This is an optimization exercise on Yosys and OpenROAD, whose aim is a short achievable clock period and few clock cycles per item, not a production implementation. RTL that was checked went through simulation tests only; none was proved equivalent to the original. Power figures rest on the tool's default switching activity, not on a simulated workload.

==> xenon: inputs <==
// udp_core_top
module udp_core_top (
    input  logic        ctrl_aclk,
    input  logic        ctrl_aresetn,
    input  logic [31:0] eth_rx_data,
    input  logic [3:0]  eth_rx_keep,
    input  logic        eth_rx_last,
    input  logic        eth_rx_valid,
    output logic        eth_rx_ready,
    output logic [31:0] eth_tx_data,
    output logic [3:0]  eth_tx_keep,
    output logic        eth_tx_last,
    output logic        eth_tx_valid,
    input  logic        eth_tx_ready,
    input  logic        tx_req_valid,
    output logic        tx_req_ready,
    input  logic [47:0] tx_req_dst_mac,
    input  logic [31:0] tx_req_dst_ip,
    input  logic [15:0] tx_req_src_port,
    input  logic [15:0] tx_req_dst_port,
    input  logic [15:0] tx_req_length,
    input  logic [31:0] tx_data_data,
    input  logic [3:0]  tx_data_keep,
    input  logic        tx_data_last,
    input  logic        tx_data_valid,
    output logic [31:0] rx_payload_data,
    output logic [3:0]  rx_payload_keep,
    output logic        rx_payload_last,
    output logic        rx_payload_valid,
    input  logic        rx_payload_ready
);
    logic [31:0] ri_data;
    logic        ri_last;
    logic        ri_v;
    logic [31:0] rs_data;
  ...
Settings: LEC_CHECK=0, CAP_MARGIN=20, CORE_MARGIN=2, CORE_UTILIZATION=40, SLEW_MARGIN=20; clock period 10.0 ns.
standard.sh (not shown) runs the stock make flow with config.mk's settings and CLKGATE_MAP_FILE= SYNTH_SCRIPT=/design/flow/synth_recipe.tcl, a recipe that flattens the netlist after the stock synthesis.
==> flow/flow/run.sh <==
#!/bin/bash
# The standard layout, with timing repair asked to leave extra setup slack.
set -euo pipefail
export SETUP_SLACK_MARGIN=6.8
bash standard.sh > flow_make.log 2>&1
==> harbor: changes against xenon <==
--- a/flow/design.v
+++ b/flow/design.v
@@ -7,107 +7,47 @@
     input  logic [31:0] wr_data,
     input  logic        wr_valid,
     output logic [31:0] rd_data,
     output logic        rd_valid,
     input  logic        rd_pop
 );
-    localparam int BD = DEPTH / 2;
-    logic [31:0]    mem0 [BD];
-    logic [31:0]    mem1 [BD];
-    logic [BD-1:0]  wr0_oh;
-    logic [BD-1:0]  wr1_oh;
-    logic [BD-1:0]  nx0_oh;
-    logic [BD-1:0]  nx1_oh;
-    logic           wb;         
-    logic           rb;         
-    logic [31:0]    w2_data;
-    logic           w2_v;
-    logic           w2_b;
-    logic [DEPTH:0] occ;
-    logic [31:0]    head0;
-    logic [31:0]    head1;
-    logic [31:0]    pre0;
-    logic [31:0]    pre1;
-    logic [31:0]    after0;
-    logic [31:0]    after1;
-    logic           pop0;
-    logic           pop1;
-    logic           ge3;
-    logic           ge4;
-    logic           le1;
+    logic [31:0]      mem [DEPTH];
+    logic [DEPTH-1:0] wr_oh;
+    logic [DEPTH-1:0] rd_oh;
+    logic [DEPTH:0]   occ;
+    logic             wr_en;
+    assign wr_en    = wr_valid && !(occ[DEPTH] && !rd_pop);
     assign rd_valid = !occ[0];
-    assign rd_data  = rb ? head1 : head0;
-    assign pop0     = rd_pop && !rb;
-    assign pop1     = rd_pop && rb;
-    assign ge3      = !(occ[0] || occ[1] || occ[2]);
-    assign ge4      = ge3 && !occ[3];
-    assign le1      = occ[0] || occ[1];
     always_comb begin
-        after0 = '0;
-        after1 = '0;
-        for (int i = 0; i < BD; i++) begin
-            after0 = after0 | (mem0[i] & {32{nx0_oh[i]}});
-            after1 = after1 | (mem1[i] & {32{nx1_oh[i]}});
+        rd_data = '0;
+        for (int i = 0; i < DEPTH; i++) begin
+            rd_data = rd_data | (mem[i] & {32{rd_oh[i]}});
         end
     end
     always_ff @(posedge ctrl_aclk) begin
-        for (int i = 0; i < BD; i++) begin
-            if (wr_valid && !wb && wr0_oh[i]) begin
-                mem0[i] <= wr_data;
+        for (int i = 0; i < DEPTH; i++) begin
+            if (wr_valid && wr_oh[i]) begin
+                mem[i] <= wr_data;
             end
-            if (wr_valid && wb && wr1_oh[i]) begin
-                mem1[i] <= wr_data;
-            end
-        end
-        w2_data <= wr_data;
-        w2_b    <= wb;
-        pre0    <= after0;
-        pre1    <= after1;
-        if (pop0) begin
-            head0 <= (rb ? ge4 : ge3) ? pre0 : w2_data;
-        end else if (rb ? le1 : occ[0]) begin
-            head0 <= w2_data;
-        end
-        if (pop1) begin
-            head1 <= (rb ? ge3 : ge4) ? pre1 : w2_data;
-        end else if (rb ? occ[0] : le1) begin
-            head1 <= w2_data;
         end
     end
     always_ff @(posedge ctrl_aclk) begin
         if (!ctrl_aresetn) begin
-            wr0_oh <= BD'(1);
-            wr1_oh <= BD'(1);
-            nx0_oh <= BD'(2);
-            nx1_oh <= BD'(2);
-            wb     <= 1'b0;
-            rb     <= 1'b0;
-            w2_v   <= 1'b0;
-            occ    <= (DEPTH + 1)'(1);
+            wr_oh <= DEPTH'(1);
+            rd_oh <= DEPTH'(1);
+            occ   <= (DEPTH + 1)'(1);
         end else begin
-            w2_v <= wr_valid;
-            if (wr_valid) begin
-                wb <= !wb;
-                if (wb) begin
-                    wr1_oh <= {wr1_oh[BD-2:0], wr1_oh[BD-1]};
-                end else begin
-                    wr0_oh <= {wr0_oh[BD-2:0], wr0_oh[BD-1]};
-                end
+            if (wr_en) begin
+                wr_oh <= {wr_oh[DEPTH-2:0], wr_oh[DEPTH-1]};
             end
             if (rd_pop) begin
-                rb <= !rb;
-            end
-            if (pop0) begin
-                nx0_oh <= {nx0_oh[BD-2:0], nx0_oh[BD-1]};
+                rd_oh <= {rd_oh[DEPTH-2:0], rd_oh[DEPTH-1]};
             end
-            if (pop1) begin
-                nx1_oh <= {nx1_oh[BD-2:0], nx1_oh[BD-1]};
-            end
-            if (w2_v && !rd_pop) begin
+            if (wr_en && !rd_pop) begin
                 occ <= occ << 1;
-            end else if (rd_pop && !w2_v) begin
+            end else if (rd_pop && !wr_en) begin
                 occ <= occ >> 1;
             end
         end
     end
 endmodule
 `timescale 1ns/1ps
@@ -302,15 +242,12 @@
     logic        need;
     logic        fire;
     logic        load;
     logic [31:0] w_data;
     logic [3:0]  w_keep;
     logic        r0_take;
-    logic        o_en;
-    logic [36:0] o_new;
-    logic [36:0] o_cpy;
     assign need = wc[10] && plnz;
     assign fire = act && !sk_v && (!need || pf_v);
     assign pop  = fire && need;
     assign load = nx_v && (!act || (fire && lastf));
     assign r0_take = tx_req_valid && tx_req_ready;
     always_ff @(posedge ctrl_aclk) begin
@@ -421,17 +358,18 @@
             eth_tx_valid <= sk_v || fire;
             sk_v         <= 1'b0;
         end else if (fire) begin
             sk_v <= 1'b1;
         end
     end
-    assign o_en  = !eth_tx_valid || eth_tx_ready;
-    assign o_new = sk_v ? {sk_last, sk_keep, sk_data} : {lastf, w_keep, w_data};
     always_ff @(posedge ctrl_aclk) begin
-        {eth_tx_last, eth_tx_keep, eth_tx_data} <= o_en ? o_new : o_cpy;
-        o_cpy <= o_en ? o_new : {eth_tx_last, eth_tx_keep, eth_tx_data};
+        if (!eth_tx_valid || eth_tx_ready) begin
+            eth_tx_data <= sk_v ? sk_data : w_data;
+            eth_tx_keep <= sk_v ? sk_keep : w_keep;
+            eth_tx_last <= sk_v ? sk_last : lastf;
+        end
         if (fire) begin
             sk_data <= w_data;
             sk_keep <= w_keep;
             sk_last <= lastf;
         end
     end
@@ -489,15 +427,12 @@
     logic        rxp_valid;
     logic        rxp_fire;
     logic [31:0] os_data;
     logic [3:0]  os_keep;
     logic        os_last;
     logic        os_v;
-    logic        o_en;
-    logic [36:0] o_new;
-    logic [36:0] o_cpy;
     assign eth_rx_ready = !rs_v;
     always_ff @(posedge ctrl_aclk) begin
         if (!ctrl_aresetn) begin
             ri_v <= 1'b0;
             rs_v <= 1'b0;
         end else if (!ri_v || ri_ready) begin
@@ -540,17 +475,18 @@
             rx_payload_valid <= os_v || rxp_fire;
             os_v             <= 1'b0;
         end else if (rxp_fire) begin
             os_v <= 1'b1;
         end
     end
-    assign o_en  = !rx_payload_valid || rx_payload_ready;
-    assign o_new = os_v ? {os_last, os_keep, os_data} : {rxp_last, rxp_keep, rxp_data};
     always_ff @(posedge ctrl_aclk) begin
-        {rx_payload_last, rx_payload_keep, rx_payload_data} <= o_en ? o_new : o_cpy;
-        o_cpy <= o_en ? o_new : {rx_payload_last, rx_payload_keep, rx_payload_data};
+        if (!rx_payload_valid || rx_payload_ready) begin
+            rx_payload_data <= os_v ? os_data : rxp_data;
+            rx_payload_keep <= os_v ? os_keep : rxp_keep;
+            rx_payload_last <= os_v ? os_last : rxp_last;
+        end
         if (!os_v) begin
             os_data <= rxp_data;
             os_keep <= rxp_keep;
             os_last <= rxp_last;
         end
     end
==> flow/config.mk (replaced) <==
export PLATFORM = sky130hd
export DESIGN_NAME = udp_core_top
export DESIGN_NICKNAME = udp_core_top
export VERILOG_FILES = /design/flow/design.v
export SDC_FILE = /design/flow/constraint.sdc
export NUM_CORES = 4
export LEC_CHECK = 0
export CAP_MARGIN = 20
export CORE_MARGIN = 2
export CORE_UTILIZATION = 65
export CTS_CLUSTER_DIAMETER = 80
export CTS_CLUSTER_SIZE = 30
export PLACE_DENSITY = 0.72
export SLEW_MARGIN = 20
==> summary.txt <==
Power
  – Pwr dens: 212 mW/mm^2
  – Seq group: 0.0161 W
  – Sw Share: 21.3%
  – Overall Power: 0.0302 W

Status
  – Outcome: timing/DRC/antenna clean

Critical path
  – Worst Reg-to-Reg Cells: 6
  – Crit path from: rs_v

Synthesis
  – Sequential share of the synthesized area: 79.0%
  – Synth Register Bits: 3,471

Layout
  – Area growth syn-to-layout: 16.6%
  – Fraction of area in registers: 68.0%
  – Non-CTS buffers: 461

Placed design
  – DP HPWL: 195 mm
  – Pre-CTS worst setup slack: 5650 ps

GRT
  – GR Util met1: 31.8%

Drt
  – Drt first pass iters: 10

Clock tree
  – CTS Buffer Depth: 4

STA
  – Crit path time final: 3480 ps

Floorplanning
  – Row cnt: 202
That was xenon.
==> summary.txt <==
Status
  – Outcome: timing/DRC/antenna clean

Power
  – Pwr dens: 180 mW/mm^2
  – Sw Share: 20.5%

Critical path
  – Worst Reg-to-Reg Cells: 7
  – Crit path from: tx_framer.eth_tx_data[20]

Layout
  – Area growth syn-to-layout: 10.1%

Floorplanning
  – Row cnt: 154

GRT
  – GR Util met1: 57.1%

Clock tree
  – CTS Buffer Depth: 3

STA
  – Crit path time final: 3540 ps

Placed design
  – DP HPWL: 201 mm
That was harbor.
Testbench counts of xenon, summed over its fixed seeds: cycles 52,143, tx frames 1,200.
For harbor, only the layout was checked, not whether the RTL still works.

afterwards: timing with drivers on the ports:
No port has a modelled driver above. Below, the same layouts with a new extraction and two added sets of constraints. Step 1 sets driving cells, clkbuf_16 on the clock port and buf_2 on the other inputs (assumed; they add their load-dependent delay and slew). Step 2 moves the port delays by t, midway between the first and last clock arrival at a register: inputs arrive t later, outputs are due t later. That takes back most of the time a late clock gives input paths. Slacks: ideal ports / drivers / drivers and shift; pairs: ideal ports / drivers.
run | t (ns) | setup WS [ns] | worst hold slack (ns) | slew at the worst register clock pin (ns)
xenon | 1.009 | 6.523 / 6.419 / 6.125 | 0.397 / 0.397 / 0.397 | 0.07 / 0.07
harbor | 0.931 | 6.458 / 6.368 / 6.193 | 0.394 / 0.394 / 0.394 | 0.12 / 0.12
After both steps every run listed still meets setup and hold. For xenon, which loses most, drivers alone change the setup slack by -0.104 ns; drivers and shift together by -0.398 ns.
